Source: an optimization exercise on an open RTL-to-GDS flow (aim: small area, a short achievable clock period and few clock cycles per item). Production flows keep margins and buffers that such runs may drop. Where RTL was checked, it was by simulation tests only, not by an equivalence proof against the original. Function not checked in runs 1 to 3: the RTL went through the layout flow alone. Power figures rest on the tool's default switching activity, not on a simulated workload.

[design.v]
package pe_pkg;
    localparam int DATA_W = 16;
    localparam int CFG_W = 8;
    localparam int SPAD_DEPTH = 12;
    localparam int SPAD_AW = 4;
    localparam int IN_FIFO_DEPTH = 4;
    localparam int OUT_FIFO_DEPTH = 6;
endpackage
module booth_tree (
    input  logic [15:0] a,
    input  logic [7:0]  neg,
    input  logic [7:0]  one,
    input  logic [7:0]  two,
    input  logic [15:0] x,
    output logic [37:0] pv
);
    logic [16:0] a2;
    assign a2 = {a, 1'b0};
    logic [15:0] pp0;
    assign pp0 = (({16{one[0]}} & a[15:0]) | ({16{two[0]}} & a2[15:0])) ^ {16{neg[0]}};
    logic [13:0] pp1;
    assign pp1 = (({14{one[1]}} & a[13:0]) | ({14{two[1]}} & a2[13:0])) ^ {14{neg[1]}};
    logic [11:0] pp2;
    assign pp2 = (({12{one[2]}} & a[11:0]) | ({12{two[2]}} & a2[11:0])) ^ {12{neg[2]}};
    logic [9:0] pp3;
    assign pp3 = (({10{one[3]}} & a[9:0]) | ({10{two[3]}} & a2[9:0])) ^ {10{neg[3]}};
    logic [7:0] pp4;
    assign pp4 = (({8{one[4]}} & a[7:0]) | ({8{two[4]}} & a2[7:0])) ^ {8{neg[4]}};
    logic [5:0] pp5;
    assign pp5 = (({6{one[5]}} & a[5:0]) | ({6{two[5]}} & a2[5:0])) ^ {6{neg[5]}};
    logic [3:0] pp6;
    assign pp6 = (({4{one[6]}} & a[3:0]) | ({4{two[6]}} & a2[3:0])) ^ {4{neg[6]}};
    logic [1:0] pp7;
    assign pp7 = (({2{one[7]}} & a[1:0]) | ({2{two[7]}} & a2[1:0])) ^ {2{neg[7]}};
    wire t1 = neg[0] ^ x[0];
    wire t2 = neg[0] & x[0];
    wire t3 = x[1] ^ t2;
    wire t4 = x[1] & t2;
    wire t5 = neg[1] ^ x[2] ^ pp0[2];
    wire t6 = (neg[1] & x[2]) | (neg[1] & pp0[2]) | (x[2] & pp0[2]);
    wire t7 = pp1[0] ^ t4;
    wire t8 = pp1[0] & t4;
    wire t9 = x[3] ^ pp0[3] ^ pp1[1];
    wire t10 = (x[3] & pp0[3]) | (x[3] & pp1[1]) | (pp0[3] & pp1[1]);
    wire t11 = t6 ^ t8;
    wire t12 = t6 & t8;
    wire t13 = neg[2] ^ x[4] ^ pp0[4];
    wire t14 = (neg[2] & x[4]) | (neg[2] & pp0[4]) | (x[4] & pp0[4]);
    wire t15 = pp1[2] ^ pp2[0] ^ t10;
    wire t16 = (pp1[2] & pp2[0]) | (pp1[2] & t10) | (pp2[0] & t10);
    wire t17 = t13 ^ t12;
    wire t18 = t13 & t12;
    wire t19 = x[5] ^ pp0[5] ^ pp1[3];
    wire t20 = (x[5] & pp0[5]) | (x[5] & pp1[3]) | (pp0[5] & pp1[3]);
    wire t21 = pp2[1] ^ t14 ^ t19;
    wire t22 = (pp2[1] & t14) | (pp2[1] & t19) | (t14 & t19);
    wire t23 = t16 ^ t18;
    wire t24 = t16 & t18;
    wire t25 = neg[3] ^ x[6] ^ pp0[6];
    wire t26 = (neg[3] & x[6]) | (neg[3] & pp0[6]) | (x[6] & pp0[6]);
    wire t27 = pp1[4] ^ pp2[2] ^ pp3[0];
    wire t28 = (pp1[4] & pp2[2]) | (pp1[4] & pp3[0]) | (pp2[2] & pp3[0]);
    wire t29 = t20 ^ t25 ^ t27;
    wire t30 = (t20 & t25) | (t20 & t27) | (t25 & t27);
    wire t31 = t22 ^ t29;
    wire t32 = t22 & t29;
    wire t33 = x[7] ^ pp0[7] ^ pp1[5];
    wire t34 = (x[7] & pp0[7]) | (x[7] & pp1[5]) | (pp0[7] & pp1[5]);
    wire t35 = pp2[3] ^ pp3[1] ^ t26;
    wire t36 = (pp2[3] & pp3[1]) | (pp2[3] & t26) | (pp3[1] & t26);
    wire t37 = t28 ^ t33 ^ t30;
    wire t38 = (t28 & t33) | (t28 & t30) | (t33 & t30);
    wire t39 = t35 ^ t32;
    wire t40 = t35 & t32;
    wire t41 = neg[4] ^ x[8] ^ pp0[8];
    wire t42 = (neg[4] & x[8]) | (neg[4] & pp0[8]) | (x[8] & pp0[8]);
    wire t43 = pp1[6] ^ pp2[4] ^ pp3[2];
    wire t44 = (pp1[6] & pp2[4]) | (pp1[6] & pp3[2]) | (pp2[4] & pp3[2]);
    wire t45 = pp4[0] ^ t34 ^ t41;
    wire t46 = (pp4[0] & t34) | (pp4[0] & t41) | (t34 & t41);
    wire t47 = t43 ^ t36 ^ t45;
    wire t48 = (t43 & t36) | (t43 & t45) | (t36 & t45);
    wire t49 = x[9] ^ pp0[9] ^ pp1[7];
    wire t50 = (x[9] & pp0[9]) | (x[9] & pp1[7]) | (pp0[9] & pp1[7]);
    wire t51 = pp2[5] ^ pp3[3] ^ pp4[1];
    wire t52 = (pp2[5] & pp3[3]) | (pp2[5] & pp4[1]) | (pp3[3] & pp4[1]);
    wire t53 = t42 ^ t44 ^ t49;
    wire t54 = (t42 & t44) | (t42 & t49) | (t44 & t49);
    wire t55 = t51 ^ t46 ^ t53;
    wire t56 = (t51 & t46) | (t51 & t53) | (t46 & t53);
    wire t57 = neg[5] ^ x[10] ^ pp0[10];
    wire t58 = (neg[5] & x[10]) | (neg[5] & pp0[10]) | (x[10] & pp0[10]);
    wire t59 = pp1[8] ^ pp2[6] ^ pp3[4];
    wire t60 = (pp1[8] & pp2[6]) | (pp1[8] & pp3[4]) | (pp2[6] & pp3[4]);
    wire t61 = pp4[2] ^ pp5[0] ^ t50;
    wire t62 = (pp4[2] & pp5[0]) | (pp4[2] & t50) | (pp5[0] & t50);
    wire t63 = t52 ^ t57 ^ t59;
    wire t64 = (t52 & t57) | (t52 & t59) | (t57 & t59);
    wire t65 = t54 ^ t61 ^ t63;
    wire t66 = (t54 & t61) | (t54 & t63) | (t61 & t63);
    wire t67 = x[11] ^ pp0[11] ^ pp1[9];
    wire t68 = (x[11] & pp0[11]) | (x[11] & pp1[9]) | (pp0[11] & pp1[9]);
    wire t69 = pp2[7] ^ pp3[5] ^ pp4[3];
    wire t70 = (pp2[7] & pp3[5]) | (pp2[7] & pp4[3]) | (pp3[5] & pp4[3]);
    wire t71 = pp5[1] ^ t58 ^ t60;
    wire t72 = (pp5[1] & t58) | (pp5[1] & t60) | (t58 & t60);
    wire t73 = t67 ^ t69 ^ t62;
    wire t74 = (t67 & t69) | (t67 & t62) | (t69 & t62);
    wire t75 = neg[6] ^ x[12] ^ pp0[12];
    wire t76 = (neg[6] & x[12]) | (neg[6] & pp0[12]) | (x[12] & pp0[12]);
    wire t77 = pp1[10] ^ pp2[8] ^ pp3[6];
    wire t78 = (pp1[10] & pp2[8]) | (pp1[10] & pp3[6]) | (pp2[8] & pp3[6]);
    wire t79 = pp4[4] ^ pp5[2] ^ pp6[0];
    wire t80 = (pp4[4] & pp5[2]) | (pp4[4] & pp6[0]) | (pp5[2] & pp6[0]);
    wire t81 = t68 ^ t70 ^ t75;
    wire t82 = (t68 & t70) | (t68 & t75) | (t70 & t75);
    wire t83 = t77 ^ t79 ^ t72;
    wire t84 = (t77 & t79) | (t77 & t72) | (t79 & t72);
    wire t85 = t81 ^ t74;
    wire t86 = t81 & t74;
    wire t87 = x[13] ^ pp0[13] ^ pp1[11];
    wire t88 = (x[13] & pp0[13]) | (x[13] & pp1[11]) | (pp0[13] & pp1[11]);
    wire t89 = pp2[9] ^ pp3[7] ^ pp4[5];
    wire t90 = (pp2[9] & pp3[7]) | (pp2[9] & pp4[5]) | (pp3[7] & pp4[5]);
    wire t91 = pp5[3] ^ pp6[1] ^ t76;
    wire t92 = (pp5[3] & pp6[1]) | (pp5[3] & t76) | (pp6[1] & t76);
    wire t93 = t78 ^ t80 ^ t87;
    wire t94 = (t78 & t80) | (t78 & t87) | (t80 & t87);
    wire t95 = t89 ^ t82 ^ t91;
    wire t96 = (t89 & t82) | (t89 & t91) | (t82 & t91);
    wire t97 = neg[7] ^ x[14] ^ pp0[14];
    wire t98 = (neg[7] & x[14]) | (neg[7] & pp0[14]) | (x[14] & pp0[14]);
    wire t99 = pp1[12] ^ pp2[10] ^ pp3[8];
    wire t100 = (pp1[12] & pp2[10]) | (pp1[12] & pp3[8]) | (pp2[10] & pp3[8]);
    wire t101 = pp4[6] ^ pp5[4] ^ pp6[2];
    wire t102 = (pp4[6] & pp5[4]) | (pp4[6] & pp6[2]) | (pp5[4] & pp6[2]);
    wire t103 = pp7[0] ^ t88 ^ t90;
    wire t104 = (pp7[0] & t88) | (pp7[0] & t90) | (t88 & t90);
    wire t105 = t97 ^ t99 ^ t101;
    wire t106 = (t97 & t99) | (t97 & t101) | (t99 & t101);
    wire t107 = t92 ^ t94 ^ t103;
    wire t108 = (t92 & t94) | (t92 & t103) | (t94 & t103);
    wire t109 = x[15] ^ pp0[15];
    wire t110 = pp1[13] ^ pp2[11];
    wire t111 = pp3[9] ^ pp4[7];
    wire t112 = pp5[5] ^ pp6[3];
    wire t113 = pp7[1] ^ t109;
    wire t114 = t110 ^ t111;
    wire t115 = t112 ^ t113;
    wire t116 = t114 ^ t98;
    wire t117 = t100 ^ t102;
    wire t118 = t115 ^ t116;
    wire t119 = t117 ^ t118;
    wire t120 = t104 ^ t106;
    wire t121 = t119 ^ t120;
    assign pv[0] = pp0[0];
    assign pv[1] = t1;
    assign pv[2] = pp0[1];
    assign pv[3] = t3;
    assign pv[4] = t5;
    assign pv[5] = t7;
    assign pv[6] = t9;
    assign pv[7] = t11;
    assign pv[8] = t15;
    assign pv[9] = t17;
    assign pv[10] = t21;
    assign pv[11] = t23;
    assign pv[12] = t24;
    assign pv[13] = t31;
    assign pv[14] = t37;
    assign pv[15] = t39;
    assign pv[16] = t38;
    assign pv[17] = t40;
    assign pv[18] = t47;
    assign pv[19] = t48;
    assign pv[20] = t55;
    assign pv[21] = t56;
    assign pv[22] = t65;
    assign pv[23] = t64;
    assign pv[24] = t71;
    assign pv[25] = t73;
    assign pv[26] = t66;
    assign pv[27] = t83;
    assign pv[28] = t85;
    assign pv[29] = t93;
    assign pv[30] = t84;
    assign pv[31] = t95;
    assign pv[32] = t86;
    assign pv[33] = t105;
    assign pv[34] = t96;
    assign pv[35] = t107;
    assign pv[36] = t121;
    assign pv[37] = t108;
endmodule
module acc_tree (
    input  logic [15:0] acc,
    input  logic [37:0] pv,
    output logic [15:0] s,
    output logic [15:0] c
);
    wire u122 = acc[0] ^ pv[0];
    wire u123 = acc[0] & pv[0];
    wire u124 = acc[1] ^ pv[2] ^ pv[3];
    wire u125 = (acc[1] & pv[2]) | (acc[1] & pv[3]) | (pv[2] & pv[3]);
    wire u126 = acc[2] ^ pv[4] ^ pv[5];
    wire u127 = (acc[2] & pv[4]) | (acc[2] & pv[5]) | (pv[4] & pv[5]);
    wire u128 = acc[3] ^ pv[6] ^ pv[7];
    wire u129 = (acc[3] & pv[6]) | (acc[3] & pv[7]) | (pv[6] & pv[7]);
    wire u130 = acc[4] ^ pv[8] ^ pv[9];
    wire u131 = (acc[4] & pv[8]) | (acc[4] & pv[9]) | (pv[8] & pv[9]);
    wire u132 = acc[5] ^ pv[10] ^ pv[11];
    wire u133 = (acc[5] & pv[10]) | (acc[5] & pv[11]) | (pv[10] & pv[11]);
    wire u134 = acc[6] ^ pv[12] ^ pv[13];
    wire u135 = (acc[6] & pv[12]) | (acc[6] & pv[13]) | (pv[12] & pv[13]);
    wire u136 = acc[7] ^ pv[14] ^ pv[15];
    wire u137 = (acc[7] & pv[14]) | (acc[7] & pv[15]) | (pv[14] & pv[15]);
    wire u138 = acc[8] ^ pv[16] ^ pv[17];
    wire u139 = (acc[8] & pv[16]) | (acc[8] & pv[17]) | (pv[16] & pv[17]);
    wire u140 = pv[18] ^ u137;
    wire u141 = pv[18] & u137;
    wire u142 = acc[9] ^ pv[19] ^ pv[20];
    wire u143 = (acc[9] & pv[19]) | (acc[9] & pv[20]) | (pv[19] & pv[20]);
    wire u144 = u139 ^ u142;
    wire u145 = u139 & u142;
    wire u146 = acc[10] ^ pv[21] ^ pv[22];
    wire u147 = (acc[10] & pv[21]) | (acc[10] & pv[22]) | (pv[21] & pv[22]);
    wire u148 = u143 ^ u146;
    wire u149 = u143 & u146;
    wire u150 = acc[11] ^ pv[23] ^ pv[24];
    wire u151 = (acc[11] & pv[23]) | (acc[11] & pv[24]) | (pv[23] & pv[24]);
    wire u152 = pv[25] ^ pv[26] ^ u147;
    wire u153 = (pv[25] & pv[26]) | (pv[25] & u147) | (pv[26] & u147);
    wire u154 = u150 ^ u149;
    wire u155 = u150 & u149;
    wire u156 = acc[12] ^ pv[27] ^ pv[28];
    wire u157 = (acc[12] & pv[27]) | (acc[12] & pv[28]) | (pv[27] & pv[28]);
    wire u158 = u151 ^ u156 ^ u153;
    wire u159 = (u151 & u156) | (u151 & u153) | (u156 & u153);
    wire u160 = acc[13] ^ pv[29] ^ pv[30];
    wire u161 = (acc[13] & pv[29]) | (acc[13] & pv[30]) | (pv[29] & pv[30]);
    wire u162 = pv[31] ^ pv[32] ^ u157;
    wire u163 = (pv[31] & pv[32]) | (pv[31] & u157) | (pv[32] & u157);
    wire u164 = u160 ^ u162;
    wire u165 = u160 & u162;
    wire u166 = acc[14] ^ pv[33] ^ pv[34];
    wire u167 = (acc[14] & pv[33]) | (acc[14] & pv[34]) | (pv[33] & pv[34]);
    wire u168 = pv[35] ^ u161 ^ u166;
    wire u169 = (pv[35] & u161) | (pv[35] & u166) | (u161 & u166);
    wire u170 = u163 ^ u168;
    wire u171 = u163 & u168;
    wire u172 = acc[15] ^ pv[36];
    wire u173 = pv[37] ^ u172;
    wire u174 = u173 ^ u167;
    wire u175 = u174 ^ u169;
    assign s[0] = pv[1];
    assign c[0] = u122;
    assign s[1] = u123;
    assign c[1] = u124;
    assign s[2] = u125;
    assign c[2] = u126;
    assign s[3] = u127;
    assign c[3] = u128;
    assign s[4] = u129;
    assign c[4] = u130;
    assign s[5] = u131;
    assign c[5] = u132;
    assign s[6] = u133;
    assign c[6] = u134;
    assign s[7] = u135;
    assign c[7] = u136;
    assign s[8] = u138;
    assign c[8] = u140;
    assign s[9] = u141;
    assign c[9] = u144;
    assign s[10] = u145;
    assign c[10] = u148;
    assign s[11] = u152;
    assign c[11] = u154;
    assign s[12] = u155;
    assign c[12] = u158;
    assign s[13] = u164;
    assign c[13] = u159;
    assign s[14] = u165;
    assign c[14] = u170;
    assign s[15] = u175;
    assign c[15] = u171;
endmodule
module mac_core (
    input  logic        clk,
    input  logic [15:0] a,
    input  logic [7:0]  neg,
    input  logic [7:0]  one,
    input  logic [7:0]  two,
    input  logic [15:0] x,
    input  logic [15:0] acc,
    output logic [15:0] s,
    output logic [15:0] c
);
    logic [37:0] pv, pv_r;
    booth_tree t1 (.a(a), .neg(neg), .one(one), .two(two), .x(x), .pv(pv));
    always_ff @(posedge clk)
        pv_r <= pv;
    acc_tree t2 (.acc(acc), .pv(pv_r), .s(s), .c(c));
endmodule
module pe_top (
    input  logic                      clk,
    input  logic                      rstn,
    input  logic [pe_pkg::CFG_W-1:0]  filter_size,
    input  logic                      iact_write_en,
    input  logic [pe_pkg::DATA_W-1:0] data_iact_in,
    output logic                      iact_ready,
    input  logic                      weight_write_en,
    input  logic [pe_pkg::DATA_W-1:0] data_weight_in,
    output logic                      weight_ready,
    input  logic                      psum_write_en,
    input  logic [pe_pkg::DATA_W-1:0] data_psum_in,
    output logic                      psum_ready,
    input  logic                      psum_read_en,
    output logic [pe_pkg::DATA_W-1:0] data_psum_out,
    output logic                      psum_out_valid
);
    logic [15:0] a_r, p_r;
    logic [7:0]  neg_r, one_r, two_r;    
    logic        va, vb, vp;
    logic [16:0] w_ext;
    logic [7:0]  w_neg, w_one, w_two;
    assign w_ext = {data_weight_in, 1'b0};
    always_comb begin
        for (int k = 0; k < 8; k++) begin
            w_neg[k] = w_ext[2*k+2];
            w_one[k] = w_ext[2*k+1] ^ w_ext[2*k];
            w_two[k] = (w_ext[2*k+2] & ~w_ext[2*k+1] & ~w_ext[2*k])
                     | (~w_ext[2*k+2] & w_ext[2*k+1] & w_ext[2*k]);
        end
    end
    logic        first_r;      
    logic [3:0]  rem;          
    logic        last_r;       
    logic        v2;           
    logic        first2;       
    logic        last2;        
    logic        out_v;        
    logic        en_r;         
    logic        prdy_r;       
    logic        fire;
    assign fire   = va && vb && en_r;
    assign iact_ready   = !va || fire;
    assign weight_ready = !vb || fire;
    assign psum_ready   = prdy_r;
    always_ff @(posedge clk) begin
        if (iact_ready)   a_r <= data_iact_in;
        if (weight_ready) begin
            neg_r <= w_neg;
            one_r <= w_one;
            two_r <= w_two;
        end
        if (psum_ready)   p_r <= data_psum_in;
    end
    logic        va_n, vb_n, vp_n, first_n, last_n, out_v_n, en_n;
    logic [3:0]  rem_n;
    logic [3:0]  fs_m1;
    assign fs_m1   = filter_size[3:0] - 4'd1;
    assign va_n    = iact_ready   ? iact_write_en   : va;
    assign vb_n    = weight_ready ? weight_write_en : vb;
    assign vp_n    = psum_ready   ? psum_write_en   : vp;
    assign first_n = fire ? last_r : first_r;
    assign rem_n   = first_n ? fs_m1 : (fire ? rem - 4'd1 : rem);
    assign last_n  = (rem_n == 4'd0);
    assign out_v_n = (v2 && last2) || (out_v && !psum_read_en);
    assign en_n    = (!first_n || (vp_n && !(fire && first_r)))
                     && (!last_n || (!out_v_n && !(fire && last_r)));
    always_ff @(posedge clk) begin
        if (!rstn) begin
            va      <= 1'b0;
            vb      <= 1'b0;
            vp      <= 1'b0;
            first_r <= 1'b1;
            v2      <= 1'b0;
            out_v   <= 1'b0;
            en_r    <= 1'b0;
            prdy_r  <= 1'b1;
        end else begin
            va      <= va_n;
            vb      <= vb_n;
            vp      <= vp_n;
            first_r <= first_n;
            v2      <= fire;
            out_v   <= out_v_n;
            en_r    <= en_n;
            prdy_r  <= !vp_n || (fire && first_r);
        end
    end
    always_ff @(posedge clk) begin
        rem    <= rem_n;
        last_r <= last_n;
    end
    logic [15:0] acc, out_r;
    logic [15:0] sum;
    logic [15:0] acc_s, acc_c;
    mac_core mac (
        .clk (clk),
        .a   (a_r),
        .neg (neg_r),
        .one (one_r),
        .two (two_r),
        .x   (first_r ? p_r : 16'd0),
        .acc (acc),
        .s   (acc_s),
        .c   (acc_c)
    );
    always_ff @(posedge clk) begin
        if (fire) begin
            first2 <= first_r;
            last2  <= last_r;
        end
    end
    assign sum = acc_s + acc_c;
    always_ff @(posedge clk) begin
        if (!rstn || (v2 && last2))
            acc <= '0;
        else if (v2)
            acc <= sum;
        if (v2 && last2)
            out_r <= sum;
    end
    assign psum_out_valid = out_v;
    assign data_psum_out  = out_r;
endmodule
[run.sh]
#!/bin/bash
# synth_recipe.tcl (not shown) runs the flow's synth.tcl, then flattens the netlist and writes it again
# the make line also repeats each setting of config.mk as NAME=value (left out here)
make -C /OpenROAD-flow-scripts/flow DESIGN_CONFIG=/design/flow/config.mk WORK_HOME=/design/flow/orfs CLKGATE_MAP_FILE= SYNTH_SCRIPT=/design/flow/synth_recipe.tcl finish
[config.mk]
export PLATFORM = sky130hd
export DESIGN_NAME = pe_top
export DESIGN_NICKNAME = pe_top
export VERILOG_FILES = /design/flow/design.v
export SDC_FILE = /design/flow/constraint.sdc
export NUM_CORES = 4
export LEC_CHECK = 0
export CAP_MARGIN = 20
export CORE_MARGIN = 2
export CORE_UTILIZATION = 40
export SETUP_SLACK_MARGIN = 4.0
export SLEW_MARGIN = 20
[constraint.sdc]
create_clock -name core_clock -period 7.0 [get_ports {clk}]
set_input_delay 1.4000 -clock core_clock [delete_from_list [all_inputs] [get_ports {clk}]]
set_output_delay 1.4000 -clock core_clock [all_outputs]
set_load 0.01 [all_outputs]
==> impl_metrics.tcl, run 1 <==
set metrics [dict create \
    viasPerCell 4.98 \
    final_cell_area_mm2 0.0101 \
    cp_cell_sequence "clkdlybuf4s50_1 > inv_1 > ha_1 > xor2_1 > a21oi_1 > o21ai_0 > a21o_1 > nor4_2 > a21oi_1" \
    crit_top_cell "a21oi_1" \
    clock-sinks 140 \
    cts_htree_levels 4 \
    status "no timing/DRC/antenna violations" \
    async_reset_ff_frac 0 \
    grt_pass1_vias 5717 \
    finalWirelength_um 17300 \
    hp-class "flop to flop" \
    holdPathEnd "acc[11]" \
    skew_ps 11.1 \
    synthesis.area_per_instance_um2 11.8 \
    drt-pass1-iter-count 5 \
    pre_cts_slack_ps 3620 \
    p_clk_frac 0.196 \
    fp.dieW_um 147 \
    grt_start_max_net_pins 26 \
    hold_start "acc[11]" \
    seq_power_share 0.286 \
    setup_viol 0 \
    cp.arrival_ps 3190 \
    dp.cells 1011 \
    cp_slowest_cell "clkdlybuf4s50_1" \
    min_period_ps 2890 \
    setup-tns-final_ps 0 \
    synth_edf_count 73 \
    core_mm2 0.0202 \
    max-vdd-ir-drop_mv 0.286 \
    cp_slowest_stage_delay_ps 500 \
    final-hold-violation-count 0 \
    die_h_um 147 \
    required_ps 7300 \
    seq_area_frac_synth 0.432 \
    hpwl_um 12800 \
    final-max-slew-violation-count 0 \
    numPortBuffers 77 \
    grt_pass1_wl_um 28600 \
    ys.flop_type "edfxtp_1" \
    syn_area_mm2 0.00818 \
    vias 5402 \
    final_cells 1084 \
    power.switching_mw 1.59 \
    io_pins 82 \
    worst_pin_slew_ps 680 \
    fmax_ghz 0.346 \
    maxCapViolCount 0 \
    syn_nets 854 \
    power.total_mw 4.21 \
    rr_startpoint "acc[10]" \
    num_antenna_cells 0 \
    synth-seq-cells 140 \
    antenna_found_initial 0 \
    grt_use_total 0.169 \
    dpl-instance-area_mm2 0.00917 \
    gp_congestion 0.841 \
    setup_ws_ps 4110 \
    cts_tree "built" \
    critical_path_class "input port to flop" \
    cts-hold-fix-buffers 0 \
    leakagePower_nw 4.07 \
    wl_per_cell_um 15.9 \
    cts-root-buf "clkbuf_16" \
    syn2layout_area_growth_pct 24.1 \
    die_area_mm2 0.0216 \
    p_sw_frac 0.378 \
    worst_r2r_endpoint "acc[15]" \
    rsz0062_at_grt "no" \
    ant_nets 0 \
    clk_pin_slew_ps 70 \
    crit_fanout 3 \
    r2r_slack_ps 4120 \
    fin_nets 960 \
    hold_path_depth 1 \
    layout-drive-gt1-share 0.120 \
    syn_inst 695 \
    synth_cell_types 52 \
    initial_core_util 0.405 \
    period_share 0.413 \
    overflow 0 \
    holdWs_ps 488 \
    critPathLaunchType "input port" \
    cts_buffers 17 \
    reg2reg_depth 12 \
    clk_latency_ps 430 \
    combPwrFrac 0.518 \
    rows 52 \
    power.internal_mw 2.62 \
    cts_buffer_depth 2 \
    worstSetupEndpointType "flop" \
    final_core_util 0.503 \
    drc 0 \
    p_per_area_mw_per_mm2 415 \
    drt-initial-drc-count 299 \
    yosysWarnings 2 \
    max_slew_margin 0.546 \
]
[synthesized netlist by cell type, types with 2 or more instances]
cell,instances,area (um^2)
nor3_1,9,45.0
ha_1,33,413
a31oi_1,2,12.5
and2_1,10,62.6
inv_1,64,240
a32o_1,2,20.0
nand2b_1,10,62.6
nand3b_1,7,52.6
dfxtp_1,67,1340
clkbuf_1,26,97.6
clkinv_1,2,7.51
nor2b_1,4,25.0
a21o_1,8,60.1
fa_1,64,1280
buf_2,7,35.0
a21oi_1,13,65.1
mux2i_1,6,60.1
a22oi_1,64,480
and3_1,3,18.8
a221oi_1,3,26.3
nand2_1,36,135
a22o_1,5,43.8
nor2_1,19,71.3
o21ai_0,14,70.1
nand3_1,4,20.0
xor2_1,33,289
xnor2_1,78,683
o22ai_1,2,12.5
o21a_1,4,30.0
a211oi_1,2,15.0
edfxtp_1,73,2190
[worst max-delay path: cells and delay by family]
| family | cells | cell delay [ps] |
|---|---|---|
| buffers and inverters | 2 | 550 |
| XOR/XNOR | 1 | 180 |
| AND/OR/NAND/NOR | 1 | 310 |
| AO/OA/AOI/OAI | 4 | 550 |
| adder cells (fa/ha/maj) | 1 | 200 |
[per-layer routing]
metal	vias to the layer above	share of wire	GRT usage
li1	2603	-	-
met1	2635	0.43	0.209
met2	139	0.51	0.292
met3	25	0.039	0.0385
met4	0	0.021	0.0572
met5	-	0	0
[kinds of logic (layout without fill, tap and decap cells)]
| family | after synthesis | count (layout) | share of synthesized area |
|---|---|---|---|
| adder cells (fa/ha/maj) | 97 | 97 | 0.207 |
| XOR/XNOR | 111 | 111 | 0.119 |
| AO/OA/AOI/OAI | 133 | 133 | 0.122 |
| buffers and inverters | 101 | 220 | 0.0474 |
| flip-flops | 140 | 140 | 0.432 |
| AND/OR/NAND/NOR | 106 | 106 | 0.0640 |
| multiplexers | 7 | 7 | 0.00872 |
[how the worst max path moves through the flow]
stage | from | to | slack [ps] | cells past startpoint
after CTS | en_r | iact_ready | 3820 | 3
after detailed placement | filter_size[0] | en_r | 3620 | 9
after global routing | two_r[2] | mac.pv_r[36] | 3980 | 10
final | filter_size[0] | en_r | 4110 | 9
after floorplan | acc[10] | acc[15] | 4130 | 12
after global placement | filter_size[0] | en_r | 3680 | 9
[layout by cell type (no fill, tap or decap), drive strengths merged, types with 4 or more instances in the layout]
cell type and count:
xnor2 78, clkdlybuf4s50 75, edfxtp 73, dfxtp 67, inv 65, a22oi 64
fa 64, buf 43, nand2 36, xor2 33, ha 33, clkbuf 20
nor2 19, o21ai 16, a21oi 13, clkinv 11, and2 10, nand2b 10
nor3 9, a21o 8, nand3b 7, mux2i 6, a22o 5, nand3 5
o21a 4, nor2b 4, a221oi 4
[layout make-up]
type                            count  area [um^2]
Inverter                           67          251
Tap cell                          270          338
Fill cell                        1837        10000
Timing Repair Buffer              121         1130
Multi-Input combinational cell    454         4330
Clock buffer                       19          443
Sequential cell                   140         3540
Clock inverter                     13          101
[power groups by stage]
stage	Clock, mW	Combinational (mW)	Sequential, mW
finish	0.826	2.18	1.20
CTS	0.844	2.12	1.22
global route	0.884	2.49	1.22
global placement	0	1.94	1.24
detailed placement	0	1.98	1.24
floorplan	0	1.58	1.18
[timing repair]
item                                    in CTS  in global routing
endpoints found under the setup margin       8                  8
resized for setup                           14                 11
gates cloned                                 0                  1
setup buffers                                7                 33
pin swaps                                    0                  4
[state kept, by name, indices dropped and copies added, names as in the netlist, 4 cells and up]
signal    flops
neg_r         8
acc          16
one_r         8
rem           4
two_r         8
mac.pv_r     38
p_r          16
out_r        16
a_r          16
==> run 2, diff against run 1 <==
--- a/design.v
+++ b/design.v
@@ -343,4 +343,5 @@
     logic        en_r;         
     logic        prdy_r;       
+    logic        rst_q;        
     logic        fire;
     assign fire   = va && vb && en_r;
@@ -366,5 +367,6 @@
     assign first_n = fire ? last_r : first_r;
     assign rem_n   = first_n ? fs_m1 : (fire ? rem - 4'd1 : rem);
-    assign last_n  = (rem_n == 4'd0);
+    assign last_n  = first_n ? (filter_size[3:0] == 4'd1)
+                             : (rem == (fire ? 4'd1 : 4'd0));
     assign out_v_n = (v2 && last2) || (out_v && !psum_read_en);
     assign en_n    = (!first_n || (vp_n && !(fire && first_r)))
@@ -392,4 +394,5 @@
     end
     always_ff @(posedge clk) begin
+        rst_q  <= !rstn;
         rem    <= rem_n;
         last_r <= last_n;
@@ -417,5 +420,5 @@
     assign sum = acc_s + acc_c;
     always_ff @(posedge clk) begin
-        if (!rstn || (v2 && last2))
+        if (rst_q || (v2 && last2))
             acc <= '0;
         else if (v2)
==> impl_metrics.tcl, run 2 <==
set metrics [dict create \
    layout-drive-gt1-share 0.122 \
    initial_core_util 0.406 \
    critical_path_class "flop to output port" \
    rows 52 \
    yosysTopAreaCell "edfxtp_1" \
    synth_edf_count 77 \
    syn_area_mm2 0.00822 \
    async_reset_ff_frac 0 \
    clk_pin_slew_ps 60 \
    rsz0062_at_grt "yes" \
    setup-tns-final_ps 0 \
    max_slew_margin 0.546 \
    top_register "mac.pv_r" \
    drc 0 \
    setup_viol 0 \
    status "no timing/DRC/antenna violations" \
    worst_r2r_endpoint "acc[15]" \
    min_period_ps 2940 \
    grt_start_max_net_pins 26 \
    yosysMostFrequentCell "xnor2_1" \
    ys.flop_type "edfxtp_1" \
    ant_nets 0 \
    critPathLaunchType "flop" \
    clock-sinks 141 \
    max-vdd-ir-drop_mv 0.234 \
    synth_cell_types 46 \
    wl_per_cell_um 15.7 \
    viasPerCell 4.84 \
    gp_congestion 0.869 \
    r2r_slack_ps 4090 \
    cts_tree "built" \
    antenna_found_initial 0 \
    final_cells 1084 \
    overflow 0 \
    period_share 0.420 \
    drt-pass1-iter-count 5 \
    required_ps 5600 \
    cts_buffer_depth 2 \
    syn_nets 859 \
    maxCapViolCount 0 \
    yosysWarnings 2 \
    drt-initial-drc-count 282 \
    p_per_area_mw_per_mm2 430 \
    mostFrequentLayoutCells "xnor2_1 (79), edfxtp_1 (77), clkdlybuf4s50_1 (76)" \
    fill_cells 1748 \
    leakagePower_nw 4.09 \
    die_h_um 147 \
    cts-hold-fix-buffers 0 \
    skew_ps 12.5 \
    clk_latency_ps 420 \
    synth-seq-cells 141 \
    numPortBuffers 77 \
    fmax_ghz 0.340 \
    holdPathEnd "last2" \
    cp.arrival_ps 1540 \
    rr_startpoint "acc[12]" \
    seq_area_frac_synth 0.437 \
    largest_reg_flops 38 \
    dp.cells 1016 \
    yosysTopAreaCellShare 0.281 \
    synthesis.area_per_instance_um2 11.8 \
    core_mm2 0.0202 \
    hp-class "flop to flop" \
    fp.dieW_um 147 \
    final_core_util 0.509 \
    dpl-instance-area_mm2 0.00922 \
    vias 5248 \
    worst_pin_slew_ps 681 \
    hold_path_depth 0 \
    die_area_mm2 0.0217 \
    hold_start "last_r" \
    grt_pass1_vias 5499 \
    yosys-top-cells-area "edfxtp_1 (28%), dfxtp_1 (16%), fa_1 (16%), xnor2_1 (8.5%), a22oi_1 (5.9%)" \
    num_antenna_cells 0 \
    grt_pass1_wl_um 28200 \
    syn2layout_area_growth_pct 25.2 \
    synth_commonest_cells "xnor2_1 (80), edfxtp_1 (77), inv_1 (66)" \
    io_pins 82 \
    finalWirelength_um 17100 \
    layout_commonest_cell "xnor2_1" \
    syn_inst 699 \
    hpwl_um 12400 \
    final-max-slew-violation-count 0 \
    worstSetupEndpointType "output port" \
    holdWs_ps 449 \
    cts_buffers 17 \
    final_cell_area_mm2 0.0103 \
    crit_fanout 4 \
    grt_use_total 0.167 \
    final-hold-violation-count 0 \
    cts-root-buf "clkbuf_16" \
    fin_nets 961 \
    reg2reg_depth 11 \
    cts_htree_levels 4 \
]
run 2: cell count changes in the layout (fill, tap and decap cells not counted), sizes merged, moves of 4 or more:
cell	delta
nor2	+14
clkinv	-9
mux2i	+6
a21oi	+5
a22o	-5
a21o	-4
a221oi	-4
buf	-4
clkbuf	+4
edfxtp	+4
o211ai	+4
run 2: repair_timing:
| action | 4_1_cts | 5_1_grt |
|---|---|---|
| setup buffers | 6 | 29 |
| pin swaps | 3 | 4 |
| gates resized for setup | 20 | 11 |
| setup endpoints to repair | 6 | 5 |
| cloned | 0 | 1 |
run 2: per-layer routing:
metal  wire length, um  global-route usage  vias up
li1                  -                   -     2581
met1              7550               0.210     2531
met4               308              0.0654        0
met3               601              0.0376       16
met2              8610               0.282      120
met5                 0                   0        -
run 2: area by class of cell:
cell class              instances  area (um^2)  share of cell area
inverters                      68          259              0.0252
multi-input cells             456         4350               0.422
clock buffers                  23          500              0.0486
well taps                     270          338              0.0328
repair buffers                117         1100               0.107
flip-flops and latches        141         3600               0.350
clock inverters                 9          153              0.0148
run 2: worst max path at each step:
stage          depth (start not counted)  startpoint      endpoint  slack (ps)
2_1_floorplan                         12     acc[10]       acc[15]        4050
3_3_place_gp                          10    neg_r[2]  mac.pv_r[36]        3810
3_5_place_dp                          10    neg_r[2]  mac.pv_r[36]        3770
4_1_cts                                9     first_r  mac.pv_r[36]        4010
5_1_grt                               11      a_r[6]  mac.pv_r[36]        3980
6_report                               3          vb    iact_ready        4060
run 2: where the power goes:
part | switching, mW | total (mW) | internal (mW) | leakage, nW
sequential | 0.0834 | 1.20 | 1.12 | 1.30
clock | 0.339 | 0.987 | 0.648 | 0.312
combinational | 1.20 | 2.24 | 1.04 | 2.48
total | 1.62 | 4.43 | 2.81 | 4.09
run 2: kinds of logic after synthesis:
logic type      Yosys count  synth area share
simple gates            108            0.0625
xor+xnor                116             0.124
buf+inv                 102            0.0476
compound gates          122             0.107
fa+ha+maj                98             0.208
mux                      12            0.0146
flops                   141             0.437
run 2: through the flow:
stage | worst slack (ps) | power, mW
after CTS | 4010 | 4.38
final | 4060 | 4.43
after global placement | 3810 | 3.17
after global routing | 3980 | 4.79
after floorplan | 4050 | 2.74
after detailed placement | 3770 | 3.20
run 2: critical path, cell delays in order (launching register included):
cell and delay [ps]:
dfxtp_2 400, nand2_2 100, nand2_4 90, clkdlybuf4s50_1 530
==> run 3, diff against run 2 <==
--- a/design.v
+++ b/design.v
@@ -13,5 +13,5 @@
     input  logic [7:0]  two,
     input  logic [15:0] x,
-    output logic [37:0] pv
+    output logic [38:0] pv
 );
     logic [16:0] a2;
@@ -141,17 +141,6 @@
     wire t107 = t92 ^ t94 ^ t103;
     wire t108 = (t92 & t94) | (t92 & t103) | (t94 & t103);
-    wire t109 = x[15] ^ pp0[15];
-    wire t110 = pp1[13] ^ pp2[11];
-    wire t111 = pp3[9] ^ pp4[7];
-    wire t112 = pp5[5] ^ pp6[3];
-    wire t113 = pp7[1] ^ t109;
-    wire t114 = t110 ^ t111;
-    wire t115 = t112 ^ t113;
-    wire t116 = t114 ^ t98;
-    wire t117 = t100 ^ t102;
-    wire t118 = t115 ^ t116;
-    wire t119 = t117 ^ t118;
-    wire t120 = t104 ^ t106;
-    wire t121 = t119 ^ t120;
+    wire t109 = x[15] ^ pp0[15] ^ pp1[13] ^ pp2[11] ^ pp3[9] ^ pp4[7] ^ pp5[5] ^ pp6[3] ^ pp7[1];
+    wire t110 = t98 ^ t100 ^ t102 ^ t104 ^ t106;
     assign pv[0] = pp0[0];
     assign pv[1] = t1;
@@ -190,99 +179,101 @@
     assign pv[34] = t96;
     assign pv[35] = t107;
-    assign pv[36] = t121;
+    assign pv[36] = t109;
     assign pv[37] = t108;
+    assign pv[38] = t110;
 endmodule
 module acc_tree (
     input  logic [15:0] acc,
-    input  logic [37:0] pv,
+    input  logic [38:0] pv,
     output logic [15:0] s,
     output logic [15:0] c
 );
-    wire u122 = acc[0] ^ pv[0];
-    wire u123 = acc[0] & pv[0];
-    wire u124 = acc[1] ^ pv[2] ^ pv[3];
-    wire u125 = (acc[1] & pv[2]) | (acc[1] & pv[3]) | (pv[2] & pv[3]);
-    wire u126 = acc[2] ^ pv[4] ^ pv[5];
-    wire u127 = (acc[2] & pv[4]) | (acc[2] & pv[5]) | (pv[4] & pv[5]);
-    wire u128 = acc[3] ^ pv[6] ^ pv[7];
-    wire u129 = (acc[3] & pv[6]) | (acc[3] & pv[7]) | (pv[6] & pv[7]);
-    wire u130 = acc[4] ^ pv[8] ^ pv[9];
-    wire u131 = (acc[4] & pv[8]) | (acc[4] & pv[9]) | (pv[8] & pv[9]);
-    wire u132 = acc[5] ^ pv[10] ^ pv[11];
-    wire u133 = (acc[5] & pv[10]) | (acc[5] & pv[11]) | (pv[10] & pv[11]);
-    wire u134 = acc[6] ^ pv[12] ^ pv[13];
-    wire u135 = (acc[6] & pv[12]) | (acc[6] & pv[13]) | (pv[12] & pv[13]);
-    wire u136 = acc[7] ^ pv[14] ^ pv[15];
-    wire u137 = (acc[7] & pv[14]) | (acc[7] & pv[15]) | (pv[14] & pv[15]);
-    wire u138 = acc[8] ^ pv[16] ^ pv[17];
-    wire u139 = (acc[8] & pv[16]) | (acc[8] & pv[17]) | (pv[16] & pv[17]);
-    wire u140 = pv[18] ^ u137;
-    wire u141 = pv[18] & u137;
-    wire u142 = acc[9] ^ pv[19] ^ pv[20];
-    wire u143 = (acc[9] & pv[19]) | (acc[9] & pv[20]) | (pv[19] & pv[20]);
-    wire u144 = u139 ^ u142;
-    wire u145 = u139 & u142;
-    wire u146 = acc[10] ^ pv[21] ^ pv[22];
-    wire u147 = (acc[10] & pv[21]) | (acc[10] & pv[22]) | (pv[21] & pv[22]);
-    wire u148 = u143 ^ u146;
-    wire u149 = u143 & u146;
-    wire u150 = acc[11] ^ pv[23] ^ pv[24];
-    wire u151 = (acc[11] & pv[23]) | (acc[11] & pv[24]) | (pv[23] & pv[24]);
-    wire u152 = pv[25] ^ pv[26] ^ u147;
-    wire u153 = (pv[25] & pv[26]) | (pv[25] & u147) | (pv[26] & u147);
-    wire u154 = u150 ^ u149;
-    wire u155 = u150 & u149;
-    wire u156 = acc[12] ^ pv[27] ^ pv[28];
-    wire u157 = (acc[12] & pv[27]) | (acc[12] & pv[28]) | (pv[27] & pv[28]);
-    wire u158 = u151 ^ u156 ^ u153;
-    wire u159 = (u151 & u156) | (u151 & u153) | (u156 & u153);
-    wire u160 = acc[13] ^ pv[29] ^ pv[30];
-    wire u161 = (acc[13] & pv[29]) | (acc[13] & pv[30]) | (pv[29] & pv[30]);
-    wire u162 = pv[31] ^ pv[32] ^ u157;
-    wire u163 = (pv[31] & pv[32]) | (pv[31] & u157) | (pv[32] & u157);
-    wire u164 = u160 ^ u162;
-    wire u165 = u160 & u162;
-    wire u166 = acc[14] ^ pv[33] ^ pv[34];
-    wire u167 = (acc[14] & pv[33]) | (acc[14] & pv[34]) | (pv[33] & pv[34]);
-    wire u168 = pv[35] ^ u161 ^ u166;
-    wire u169 = (pv[35] & u161) | (pv[35] & u166) | (u161 & u166);
-    wire u170 = u163 ^ u168;
-    wire u171 = u163 & u168;
-    wire u172 = acc[15] ^ pv[36];
-    wire u173 = pv[37] ^ u172;
-    wire u174 = u173 ^ u167;
-    wire u175 = u174 ^ u169;
+    wire u111 = acc[0] ^ pv[0];
+    wire u112 = acc[0] & pv[0];
+    wire u113 = acc[1] ^ pv[2] ^ pv[3];
+    wire u114 = (acc[1] & pv[2]) | (acc[1] & pv[3]) | (pv[2] & pv[3]);
+    wire u115 = acc[2] ^ pv[4] ^ pv[5];
+    wire u116 = (acc[2] & pv[4]) | (acc[2] & pv[5]) | (pv[4] & pv[5]);
+    wire u117 = acc[3] ^ pv[6] ^ pv[7];
+    wire u118 = (acc[3] & pv[6]) | (acc[3] & pv[7]) | (pv[6] & pv[7]);
+    wire u119 = acc[4] ^ pv[8] ^ pv[9];
+    wire u120 = (acc[4] & pv[8]) | (acc[4] & pv[9]) | (pv[8] & pv[9]);
+    wire u121 = acc[5] ^ pv[10] ^ pv[11];
+    wire u122 = (acc[5] & pv[10]) | (acc[5] & pv[11]) | (pv[10] & pv[11]);
+    wire u123 = acc[6] ^ pv[12] ^ pv[13];
+    wire u124 = (acc[6] & pv[12]) | (acc[6] & pv[13]) | (pv[12] & pv[13]);
+    wire u125 = acc[7] ^ pv[14] ^ pv[15];
+    wire u126 = (acc[7] & pv[14]) | (acc[7] & pv[15]) | (pv[14] & pv[15]);
+    wire u127 = acc[8] ^ pv[16] ^ pv[17];
+    wire u128 = (acc[8] & pv[16]) | (acc[8] & pv[17]) | (pv[16] & pv[17]);
+    wire u129 = pv[18] ^ u126;
+    wire u130 = pv[18] & u126;
+    wire u131 = acc[9] ^ pv[19] ^ pv[20];
+    wire u132 = (acc[9] & pv[19]) | (acc[9] & pv[20]) | (pv[19] & pv[20]);
+    wire u133 = u128 ^ u131;
+    wire u134 = u128 & u131;
+    wire u135 = acc[10] ^ pv[21] ^ pv[22];
+    wire u136 = (acc[10] & pv[21]) | (acc[10] & pv[22]) | (pv[21] & pv[22]);
+    wire u137 = u132 ^ u135;
+    wire u138 = u132 & u135;
+    wire u139 = acc[11] ^ pv[23] ^ pv[24];
+    wire u140 = (acc[11] & pv[23]) | (acc[11] & pv[24]) | (pv[23] & pv[24]);
+    wire u141 = pv[25] ^ pv[26] ^ u136;
+    wire u142 = (pv[25] & pv[26]) | (pv[25] & u136) | (pv[26] & u136);
+    wire u143 = u139 ^ u138;
+    wire u144 = u139 & u138;
+    wire u145 = acc[12] ^ pv[27] ^ pv[28];
+    wire u146 = (acc[12] & pv[27]) | (acc[12] & pv[28]) | (pv[27] & pv[28]);
+    wire u147 = u140 ^ u145 ^ u142;
+    wire u148 = (u140 & u145) | (u140 & u142) | (u145 & u142);
+    wire u149 = acc[13] ^ pv[29] ^ pv[30];
+    wire u150 = (acc[13] & pv[29]) | (acc[13] & pv[30]) | (pv[29] & pv[30]);
+    wire u151 = pv[31] ^ pv[32] ^ u146;
+    wire u152 = (pv[31] & pv[32]) | (pv[31] & u146) | (pv[32] & u146);
+    wire u153 = u149 ^ u151;
+    wire u154 = u149 & u151;
+    wire u155 = acc[14] ^ pv[33] ^ pv[34];
+    wire u156 = (acc[14] & pv[33]) | (acc[14] & pv[34]) | (pv[33] & pv[34]);
+    wire u157 = pv[35] ^ u150 ^ u155;
+    wire u158 = (pv[35] & u150) | (pv[35] & u155) | (u150 & u155);
+    wire u159 = u152 ^ u157;
+    wire u160 = u152 & u157;
+    wire u161 = acc[15] ^ pv[36];
+    wire u162 = pv[37] ^ pv[38];
+    wire u163 = u161 ^ u162;
+    wire u164 = u163 ^ u156;
+    wire u165 = u164 ^ u158;
     assign s[0] = pv[1];
-    assign c[0] = u122;
-    assign s[1] = u123;
-    assign c[1] = u124;
-    assign s[2] = u125;
-    assign c[2] = u126;
-    assign s[3] = u127;
-    assign c[3] = u128;
-    assign s[4] = u129;
-    assign c[4] = u130;
-    assign s[5] = u131;
-    assign c[5] = u132;
-    assign s[6] = u133;
-    assign c[6] = u134;
-    assign s[7] = u135;
-    assign c[7] = u136;
-    assign s[8] = u138;
-    assign c[8] = u140;
-    assign s[9] = u141;
-    assign c[9] = u144;
-    assign s[10] = u145;
-    assign c[10] = u148;
-    assign s[11] = u152;
-    assign c[11] = u154;
-    assign s[12] = u155;
-    assign c[12] = u158;
-    assign s[13] = u164;
-    assign c[13] = u159;
-    assign s[14] = u165;
-    assign c[14] = u170;
-    assign s[15] = u175;
-    assign c[15] = u171;
+    assign c[0] = u111;
+    assign s[1] = u112;
+    assign c[1] = u113;
+    assign s[2] = u114;
+    assign c[2] = u115;
+    assign s[3] = u116;
+    assign c[3] = u117;
+    assign s[4] = u118;
+    assign c[4] = u119;
+    assign s[5] = u120;
+    assign c[5] = u121;
+    assign s[6] = u122;
+    assign c[6] = u123;
+    assign s[7] = u124;
+    assign c[7] = u125;
+    assign s[8] = u127;
+    assign c[8] = u129;
+    assign s[9] = u130;
+    assign c[9] = u133;
+    assign s[10] = u134;
+    assign c[10] = u137;
+    assign s[11] = u141;
+    assign c[11] = u143;
+    assign s[12] = u144;
+    assign c[12] = u147;
+    assign s[13] = u153;
+    assign c[13] = u148;
+    assign s[14] = u154;
+    assign c[14] = u159;
+    assign s[15] = u165;
+    assign c[15] = u160;
 endmodule
 module mac_core (
@@ -297,5 +288,5 @@
     output logic [15:0] c
 );
-    logic [37:0] pv, pv_r;
+    logic [38:0] pv, pv_r;
     booth_tree t1 (.a(a), .neg(neg), .one(one), .two(two), .x(x), .pv(pv));
     always_ff @(posedge clk)
==> flow/run.sh (new file) <==
#!/bin/bash
set -euo pipefail
export BUFFER_PORTS_ARGS="-buffer_cell sky130_fd_sc_hd__buf_1"
bash standard.sh finish > standard.log 2>&1
==> standard.sh (new file) <==
#!/bin/bash
# synth_recipe.tcl (not shown) runs the flow's synth.tcl, then flattens the netlist and writes it again
# the make line also repeats each setting of config.mk as NAME=value (left out here)
make -C /OpenROAD-flow-scripts/flow DESIGN_CONFIG=/design/flow/config.mk WORK_HOME=/design/flow/orfs CLKGATE_MAP_FILE= SYNTH_SCRIPT=/design/flow/synth_recipe.tcl "${@:-finish}"
--- a/config.mk
+++ b/config.mk
@@ -9,4 +9,5 @@
 export CORE_MARGIN = 2
 export CORE_UTILIZATION = 40
+export CTS_BUF_LIST = sky130_fd_sc_hd__clkbuf_4
 export SETUP_SLACK_MARGIN = 4.0
 export SLEW_MARGIN = 20
removed: run.sh
==> impl_metrics.tcl, run 3 <==
set metrics [dict create \
    synth-xor-area-share 0.119 \
    grt_pass1_wl_um 27300 \
    synth-seq-cells 142 \
    cp.arrival_ps 1480 \
    critPathLaunchType "flop" \
    finalWirelength_um 16300 \
    worst_pin_slew_ps 1070 \
    holdWs_ps 497 \
    yosysWarnings 2 \
    async_reset_ff_frac 0 \
    rows 52 \
    period_share 0.411 \
    numPortBuffers 77 \
    max-vdd-ir-drop_mv 0.230 \
    maxCapViolCount 0 \
    syn_inst 707 \
    syn_area_mm2 0.00824 \
    required_ps 5600 \
    io_pins 82 \
    status "no timing/DRC/antenna violations" \
    grt_pass1_vias 5449 \
    final-max-slew-violation-count 0 \
    p_clk_frac 0.153 \
    seq_power_share 0.326 \
    clock-sinks 142 \
    gr-usage-met2 0.271 \
    ant_nets 0 \
    yosys-top-cells-area "edfxtp_1 (28%), dfxtp_1 (16%), fa_1 (16%), xnor2_1 (8.3%), a22oi_1 (5.9%)" \
    met3_usage 0.0417 \
    setup-tns-final_ps 0 \
    grt_start_max_net_pins 24 \
    yosysTopAreaCellShare 0.281 \
    p_per_area_mw_per_mm2 408 \
    clk_pin_slew_ps 110 \
    synth_edf_count 77 \
    final-hold-violation-count 0 \
    grt_use_total 0.163 \
    fill_cells 1906 \
    cts_htree_levels 4 \
    p_sw_frac 0.387 \
    rsz0062_at_grt "yes" \
    drt-initial-drc-count 274 \
    die_h_um 148 \
    combPwrFrac 0.521 \
    grtUsageMet1 0.201 \
    ys.flop_type "edfxtp_1" \
    power.switching_mw 1.46 \
    die_area_mm2 0.0218 \
    core_mm2 0.0202 \
    initial_core_util 0.407 \
    gr-max-usage-layer "met2" \
    power.internal_mw 2.32 \
    leakagePower_nw 3.65 \
    fp.dieW_um 148 \
    wl_per_cell_um 15.3 \
    synth_top_family_by_area "adder cells" \
    top_register "mac.pv_r" \
    crit_fanout 17 \
    syn2layout_area_growth_pct 12.4 \
    seq_area_frac_synth 0.438 \
    yosys.area_share.adder 0.207 \
    synth_cell_types 44 \
    gp_congestion 0.814 \
    worstSetupEndpointType "output port" \
    max_slew_margin 0.283 \
    min_period_ps 2880 \
    layout-drive-gt1-share 0.0755 \
    yosysTopAreaCell "edfxtp_1" \
    drt-pass1-iter-count 4 \
    critical_path_class "flop to output port" \
    cts_buffer_depth 2 \
    mostFrequentLayoutCells "xnor2_1 (77), edfxtp_1 (77), buf_1 (77)" \
    hp-class "flop to flop" \
    synthesis.area_per_instance_um2 11.7 \
    synth-simple-area-share 0.0662 \
    syn_nets 867 \
    fmax_ghz 0.347 \
    synth_compound_area_frac 0.107 \
    hpwl_um 12300 \
    antenna_found_initial 1 \
    fin_nets 942 \
    synth_commonest_cells "xnor2_1 (78), edfxtp_1 (77), inv_1 (69)" \
    skew_ps 18.1 \
    setup_viol 0 \
    clk_latency_ps 570 \
    largest_reg_flops 39 \
    yosysMostFrequentCell "xnor2_1" \
    cts_buffers 17 \
    cts-hold-fix-buffers 0 \
    overflow 0 \
    cts-root-buf "clkbuf_4" \
    vias 5208 \
    cts_tree "built" \
    viasPerCell 4.88 \
    drc 0 \
    synthMuxAreaShare 0.0146 \
]
==> run 3: cell count changes in the layout (fill, tap and decap cells not counted), moves of 9 or more <==
cell	before	now
buf_4	38	10
nor2_1	33	24
clkdlybuf4s50_1	76	0
clkbuf_16	20	0
clkbuf_4	0	22
buf_1	0	77
==> run 3: cells by family (layout without fill, tap and decap cells) <==
| group | Yosys count | after routing |
|---|---|---|
| fa+ha+maj | 98 | 98 |
| mux | 12 | 12 |
| xor+xnor | 112 | 112 |
| simple gates | 112 | 112 |
| other cells | 0 | 2 |
| buf+inv | 104 | 192 |
| flops | 142 | 142 |
| compound gates | 127 | 127 |
==> run 3: path summary, 6_finish.rpt <==
| kind | depth (start not counted) | slack (ps) | start | end |
|---|---|---|---|---|
| max reg2reg | 6 | 4140 | one_r[0] | mac.pv_r[22] |
| min | 0 | 500 | last_r | last2 |
| max | 4 | 4120 | vb | iact_ready |
| min reg2reg | 0 | 500 | last_r | last2 |
==> run 3: per-stage QoR <==
| stage | worst slack (ps) | utilization | total power [mW] | std cells | cell area, um^2 |
|---|---|---|---|---|---|
| 3_3_place_gp | 4020 | 0.433 | 3.13 | 1023 | 8760 |
| 2_1_floorplan | 4160 | - | 2.73 | 707 | 8240 |
| 4_1_cts | 3990 | 0.452 | 3.77 | 1057 | 9150 |
| 3_5_place_dp | 4000 | 0.433 | 3.16 | 1023 | 8760 |
| 6_report | 4120 | 0.458 | 3.78 | 1067 | 9260 |
| 5_1_grt | 3990 | 0.458 | 4.16 | 1067 | 9260 |
==> run 3: power by group through the flow <==
stage | Sequential (mW) | Combinational, mW | Clock (mW)
after floorplan | 1.20 | 1.53 | 0
after detailed placement | 1.25 | 1.91 | 0
final | 1.23 | 1.97 | 0.580
after global placement | 1.25 | 1.88 | 0
after CTS | 1.23 | 1.93 | 0.600
after global routing | 1.25 | 2.27 | 0.637
==> run 3: cell type report <==
type / instances / area (um^2) / area share
multi-input cells: 461 / 4280 / 0.463
clock inverters: 10 / 145 / 0.0157
well taps: 270 / 338 / 0.0365
inverters: 70 / 263 / 0.0284
flip-flops and latches: 142 / 3620 / 0.391
repair buffers: 90 / 437 / 0.0472
clock buffers: 22 / 165 / 0.0178
diodes: 2 / 5.00 / 0.000540
==> run 3: timing repair <==
| item | CTS | global route |
|---|---|---|
| cloned | 1 | 0 |
| endpoints found under the setup margin | 2 | 11 |
| resized for setup | 11 | 10 |
| buffers inserted | 1 | 8 |
| pin swaps | 0 | 1 |
==> run 3: worst max-delay path, stage by stage (launching register included) <==
cell and delay [ps]:
dfxtp_4 400, nand2_1 70, nand2_1 130, buf_12 160, buf_1 160
==> run 3: metal layers <==
metal	wire length [um]	vias up
li1	-	2551
met1	7140	2507
met2	8010	125
met3	736	25
met4	457	0
met5	0	-
==> run 4, diff against run 3 <==
--- a/design.v
+++ b/design.v
@@ -334,9 +334,11 @@
     logic        en_r;         
     logic        prdy_r;       
+    logic        rdy_a_r;      
+    logic        rdy_b_r;      
     logic        rst_q;        
     logic        fire;
     assign fire   = va && vb && en_r;
-    assign iact_ready   = !va || fire;
-    assign weight_ready = !vb || fire;
+    assign iact_ready   = rdy_a_r;
+    assign weight_ready = rdy_b_r;
     assign psum_ready   = prdy_r;
     always_ff @(posedge clk) begin
@@ -373,4 +375,6 @@
             en_r    <= 1'b0;
             prdy_r  <= 1'b1;
+            rdy_a_r <= 1'b1;
+            rdy_b_r <= 1'b1;
         end else begin
             va      <= va_n;
@@ -382,4 +386,6 @@
             en_r    <= en_n;
             prdy_r  <= !vp_n || (fire && first_r);
+            rdy_a_r <= !va_n || (vb_n && en_n);
+            rdy_b_r <= !vb_n || (va_n && en_n);
         end
     end
==> flow/run.sh (replaced) <==
#!/bin/bash
set -euo pipefail
export BUFFER_PORTS_ARGS="-buffer_cell sky130_fd_sc_hd__buf_1"
export CTS_ARGS="-sink_clustering_enable -repair_clock_nets -buf_list sky130_fd_sc_hd__clkbuf_4 -dont_use_dummy_load"
bash standard.sh finish > standard.log 2>&1
--- a/config.mk
+++ b/config.mk
@@ -9,5 +9,4 @@
 export CORE_MARGIN = 2
 export CORE_UTILIZATION = 40
-export CTS_BUF_LIST = sky130_fd_sc_hd__clkbuf_4
 export SETUP_SLACK_MARGIN = 4.0
 export SLEW_MARGIN = 20
==> impl_metrics.tcl, run 4 <==
set metrics [dict create \
    ant_nets 0 \
    min_period_ps 2860 \
    core_mm2 0.0203 \
    cp_slowest_cell "fa_1" \
    rows 52 \
    cp.arrival_ps 3150 \
    grt_pass1_wl_um 26800 \
    fp.dieW_um 148 \
    seq_power_share 0.350 \
    async_reset_ff_frac 0 \
    setup_ws_ps 4140 \
    pre_cts_slack_ps 3970 \
    setup-tns-final_ps 0 \
    p_clk_frac 0.101 \
    crit_family "adder cells" \
    final-max-slew-violation-count 0 \
    leakagePower_nw 3.55 \
    clk_latency_ps 540 \
    drc 0 \
    worst-path-buf-inv 2 \
    top_register "mac.pv_r" \
    grt_use_total 0.158 \
    synth_cell_types 42 \
    hpwl_um 12300 \
    critPathLaunchType "flop" \
    holdWs_ps 499 \
    ys.flop_type "edfxtp_1" \
    layout-drive-gt1-share 0.0511 \
    clock-sinks 144 \
    antenna_found_initial 1 \
    synth_commonest_cells "xnor2_1 (79), edfxtp_1 (77), inv_1 (70)" \
    p_sw_frac 0.403 \
    cts_htree_levels 4 \
    initial_core_util 0.409 \
    largest_reg_flops 39 \
    overflow 0 \
    worstSetupEndpointType "flop" \
    synth_edf_count 77 \
    cp_slowest_stage_delay_ps 490 \
    die_area_mm2 0.0219 \
    yosysTopAreaCell "edfxtp_1" \
    fin_nets 945 \
    gp_congestion 0.839 \
    grt_pass1_vias 5171 \
    hp-class "flop to flop" \
    syn2layout_area_growth_pct 8.82 \
    worst_pin_slew_ps 860 \
    reg2reg_depth 9 \
    yosysMostFrequentCell "xnor2_1" \
    cts-root-buf "clkbuf_4" \
    rsz0062_at_grt "yes" \
    cts_buffers 17 \
    drt-initial-drc-count 285 \
    max_slew_margin 0.427 \
    critical_path_class "flop to flop" \
    viasPerCell 4.87 \
    layout_commonest_cell "xnor2_1" \
    fill_cells 1963 \
    fmax_ghz 0.350 \
    crit_top_cell "fa_1" \
    power.internal_mw 2.13 \
    mostFrequentLayoutCells "xnor2_1 (79), edfxtp_1 (77), buf_1 (77)" \
    combPwrFrac 0.549 \
    grt_start_max_net_pins 26 \
    maxCapViolCount 0 \
    io_pins 82 \
    yosys-top-cells-area "edfxtp_1 (28%), dfxtp_1 (16%), fa_1 (15%), xnor2_1 (8.3%), a22oi_1 (5.8%)" \
    skew_ps 28.4 \
    vias 5134 \
    final_cells 1054 \
    yosysTopAreaCellShare 0.278 \
    crit_fanout 4 \
    drt-pass1-iter-count 5 \
    power.total_mw 3.56 \
    required_ps 7300 \
    period_share 0.408 \
    wl_per_cell_um 15.3 \
    yosysWarnings 2 \
    clk_pin_slew_ps 110 \
    setup_viol 0 \
    power.switching_mw 1.44 \
    status "no timing/DRC/antenna violations" \
    cts_buffer_depth 2 \
    die_h_um 148 \
    hold_path_depth 1 \
    synth-seq-cells 144 \
    seq_area_frac_synth 0.440 \
    syn_inst 712 \
    max-vdd-ir-drop_mv 0.246 \
    synthesis.area_per_instance_um2 11.7 \
    cp_cell_sequence "fa_1 > inv_1 > fa_1 > fa_1 > inv_1 > ha_1 > a21o_1 > or3_1 > and2_1" \
    final-hold-violation-count 0 \
    syn_nets 872 \
    cp_num_cells 9 \
    r2r_slack_ps 4140 \
    finalWirelength_um 16200 \
    p_per_area_mw_per_mm2 394 \
    numPortBuffers 77 \
    dp.cells 1028 \
    cts_tree "built" \
    syn_area_mm2 0.00831 \
]
## run 4: cell type report
class / count / area [um^2] / share of cell area
multi-input cells: 463 / 4270 / 0.472
clock buffers: 17 / 128 / 0.0141
well taps: 270 / 338 / 0.0374
diodes: 1 / 2.50 / 0.000277
repair buffers: 88 / 384 / 0.0425
flip-flops and latches: 144 / 3660 / 0.404
inverters: 71 / 267 / 0.0295
## run 4: logic make-up after synthesis
kind of cell | Yosys count | share of synthesized area
buffers and inverters | 105 | 0.0480
XOR/XNOR | 112 | 0.118
adder cells (fa/ha/maj) | 98 | 0.205
AND/OR/NAND/NOR | 112 | 0.0658
flip-flops | 144 | 0.440
AO/OA/AOI/OAI | 126 | 0.105
multiplexers | 15 | 0.0181
## run 4: worst paths after layout
| check | from | to |
|---|---|---|
| hold reg to reg | acc[11] | acc[11] |
| hold / removal | acc[11] | acc[11] |
| setup / recovery | acc[10] | out_r[13] |
| setup reg to reg | acc[10] | out_r[13] |
## run 4: power groups by stage
stage | sequential [mW] | combinational (mW) | clock [mW]
global route | 1.26 | 2.28 | 0.414
CTS | 1.25 | 1.95 | 0.378
finish | 1.25 | 1.96 | 0.359
floorplan | 1.21 | 1.56 | 0
global placement | 1.27 | 1.92 | 0
detailed placement | 1.27 | 1.93 | 0
## run 4: routing by layer
| layer | wire, um | global-route usage | up-vias |
|---|---|---|---|
| li1 | - | - | 2541 |
| met1 | 7350 | 0.206 | 2462 |
| met4 | 267 | 0.0500 | 0 |
| met3 | 660 | 0.0310 | 14 |
| met2 | 7890 | 0.267 | 117 |
| met5 | 0 | 0 | - |
## run 4: through the flow
stage | util | instance area (um^2)
2_1_floorplan | - | 8310
3_3_place_gp | 0.435 | 8830
3_5_place_dp | 0.435 | 8830
4_1_cts | 0.442 | 8960
5_1_grt | 0.445 | 9040
6_report | 0.445 | 9040
## run 4: worst reg2reg max path, cell delays in order, from the launching register on
cell	delay (ps)
dfxtp_2	370
fa_1	170
inv_1	50
fa_1	440
fa_1	490
inv_1	40
ha_1	350
a21o_1	200
or3_1	360
and2_1	160
## run 4: what timing repair did
action / in CTS / in global routing
resized for setup: 1 / 5
hold buffers: 0 / 0
endpoints found under the setup margin: 2 / 9
buffers inserted: 1 / 7
Testbench counts of run 4, summed over its fixed seeds: cycles 18,441, rows 2,394.
==> run 5, diff against run 4 <==
--- a/config.mk
+++ b/config.mk
@@ -9,4 +9,4 @@
 export CORE_MARGIN = 2
 export CORE_UTILIZATION = 40
-export SETUP_SLACK_MARGIN = 4.0
+export SETUP_SLACK_MARGIN = 4.2
 export SLEW_MARGIN = 20
==> impl_metrics.tcl, run 5 <==
set metrics [dict create \
    status "no timing/DRC/antenna violations" \
    synth_edf_count 77 \
    yosysMostFrequentCell "xnor2_1" \
    rows 52 \
    ant_nets 0 \
    hpwl_um 12300 \
    initial_core_util 0.409 \
    ys.flop_type "edfxtp_1" \
    synth_cell_types 42 \
    overflow 0 \
    cp.arrival_ps 3080 \
    top_register "mac.pv_r" \
    yosys-top-cells-area "edfxtp_1 (28%), dfxtp_1 (16%), fa_1 (15%), xnor2_1 (8.3%), a22oi_1 (5.8%)" \
    yosysTopAreaCell "edfxtp_1" \
    p_sw_frac 0.394 \
    critical_path_class "flop to flop" \
    grt_use_total 0.161 \
    setup_viol 0 \
    cts_tree "built" \
    synthesis.area_per_instance_um2 11.7 \
    numPortBuffers 77 \
    setup-tns-final_ps 0 \
    crit_fanout 4 \
    yosysTopAreaCellShare 0.278 \
    cp_slowest_cell "fa_1" \
    syn_inst 712 \
    drc 0 \
    p_clk_frac 0.092 \
    rsz0062_at_grt "yes" \
    critPathLaunchType "flop" \
    cp_cell_sequence "fa_1 > ha_4 > and2_4 > a221o_1 > o2111ai_2 > a21oi_2 > or3_1 > and2_1" \
    cts-hold-fix-buffers 0 \
    cts_buffer_depth 2 \
    clk_latency_ps 550 \
    die_area_mm2 0.0219 \
    required_ps 7300 \
    worst-path-buf-inv 0 \
    holdWs_ps 496 \
    viasPerCell 4.90 \
    dpl-instance-area_mm2 0.00883 \
    core_mm2 0.0203 \
    final_core_util 0.464 \
    max-vdd-ir-drop_mv 0.256 \
    antenna_found_initial 1 \
    power.internal_mw 2.35 \
    final-hold-violation-count 0 \
    mostFrequentLayoutCells "edfxtp_1 (77), buf_1 (77), xnor2_1 (75)" \
    synth-seq-cells 144 \
    vias 5314 \
    seq_area_frac_synth 0.440 \
    cts_htree_levels 4 \
    fp.dieW_um 148 \
    fmax_ghz 0.360 \
    clk_pin_slew_ps 100 \
    fin_nets 975 \
    crit_family "adder cells" \
    async_reset_ff_frac 0 \
    wl_per_cell_um 15.4 \
    syn_area_mm2 0.00831 \
    drt-pass1-iter-count 5 \
    worst_pin_slew_ps 836 \
    skew_ps 33.8 \
    leakagePower_nw 3.73 \
    die_h_um 148 \
    grt_pass1_wl_um 27300 \
    largest_reg_flops 39 \
    cp_slowest_stage_delay_ps 570 \
    worstSetupEndpointType "flop" \
    cts-root-buf "clkbuf_4" \
    synth_commonest_cells "xnor2_1 (79), edfxtp_1 (77), inv_1 (70)" \
    power.total_mw 3.88 \
    cts_buffers 17 \
    gp_congestion 0.838 \
    syn_nets 872 \
    io_pins 82 \
    final_cell_area_mm2 0.00942 \
    power.switching_mw 1.53 \
    max_slew_margin 0.443 \
    syn2layout_area_growth_pct 13.4 \
    maxCapViolCount 0 \
    drt-initial-drc-count 198 \
    hp-class "flop to flop" \
    period_share 0.396 \
    finalWirelength_um 16700 \
    layout-drive-gt1-share 0.112 \
    clock-sinks 144 \
    min_period_ps 2770 \
    grt_start_max_net_pins 26 \
    seq_power_share 0.318 \
    combPwrFrac 0.590 \
    yosysWarnings 2 \
    final-max-slew-violation-count 0 \
    p_per_area_mw_per_mm2 411 \
    grt_pass1_vias 5271 \
]
run 5: cell count changes in the layout (fill, tap and decap cells not counted), sizes merged:
cell	delta
buf	+30
run 5: worst paths after layout:
| kind | slack (ps) | depth (start not counted) | startpoint | end |
|---|---|---|---|---|
| worst min-delay path | 500 | 0 | last_r | last2 |
| worst max register to register | 4230 | 8 | mac.pv_r[7] | out_r[13] |
| worst min register to register | 500 | 0 | last_r | last2 |
| worst max-delay path | 4230 | 8 | mac.pv_r[7] | out_r[13] |
run 5: repair_timing:
item	in CTS	in global routing
setup buffers	10	28
pin swaps	3	13
endpoints found under the setup margin	17	23
gates resized for setup	8	21
run 5: final cells by class:
cell class / instances / area [um^2]
fill: 1948 / 10900
clock buffer: 17 / 128
multi-input combinational: 463 / 4400
sequential: 144 / 3660
antenna: 1 / 2.50
timing repair buffer: 118 / 622
inverter: 71 / 267
tap: 270 / 338
run 5: cell families after synthesis:
family	count (synthesis)	synth area share
AO/OA/AOI/OAI	126	0.105
buffers and inverters	105	0.0480
XOR/XNOR	112	0.118
AND/OR/NAND/NOR	112	0.0658
adder cells (fa/ha/maj)	98	0.205
flip-flops	144	0.440
multiplexers	15	0.0181
run 5: power groups by stage:
stage / logic (mW) / registers (mW) / clock network (mW)
6_report: 2.29 / 1.23 / 0.358
5_1_grt: 2.62 / 1.25 / 0.405
4_1_cts: 2.07 / 1.25 / 0.379
3_5_place_dp: 1.92 / 1.28 / 0
3_3_place_gp: 1.92 / 1.27 / 0
2_1_floorplan: 1.56 / 1.21 / 0
run 5: layer usage:
layer | up-vias | GRT usage | part of all wire | wire, um
met5 | - | 0 | 0 | 0
met4 | 0 | 0.0590 | 0.018 | 301
met3 | 20 | 0.0328 | 0.042 | 704
met2 | 121 | 0.271 | 0.50 | 8320
met1 | 2569 | 0.207 | 0.44 | 7350
li1 | 2604 | - | - | -
run 5: through the flow:
step	worst slack [ps]	std cells
after floorplan	4250	712
after global placement	3960	1028
after detailed placement	3970	1028
after CTS	4160	1055
after global routing	4120	1084
final	4230	1084

==> re-timing with driven ports <==
The results above use ideal ports. As a check the final layouts listed here were re-extracted and re-timed, cells and wires unchanged. Step 1: set_driving_cell puts a clkbuf_16 on clk and a buf_2 on each other input, an assumption about the parent block. Step 2 also shifts input and output timing later by t, the mid clock arrival at the registers, as if the neighbouring blocks saw the same clock. Slacks: ideal / step 1 / step 2; pairs: ideal / step 1.
run	t, ns	setup WS [ns]
run 1	0.467	4.108 / 4.112 / 3.662
run 2	0.461	4.061 / 4.016 / 4.088
run 3	0.604	4.121 / 4.077 / 4.145
run 4	0.571	4.142 / 4.142 / 3.913
run 5	0.573	4.226 / 4.226 / 3.925
After both steps every run listed still meets setup and hold.
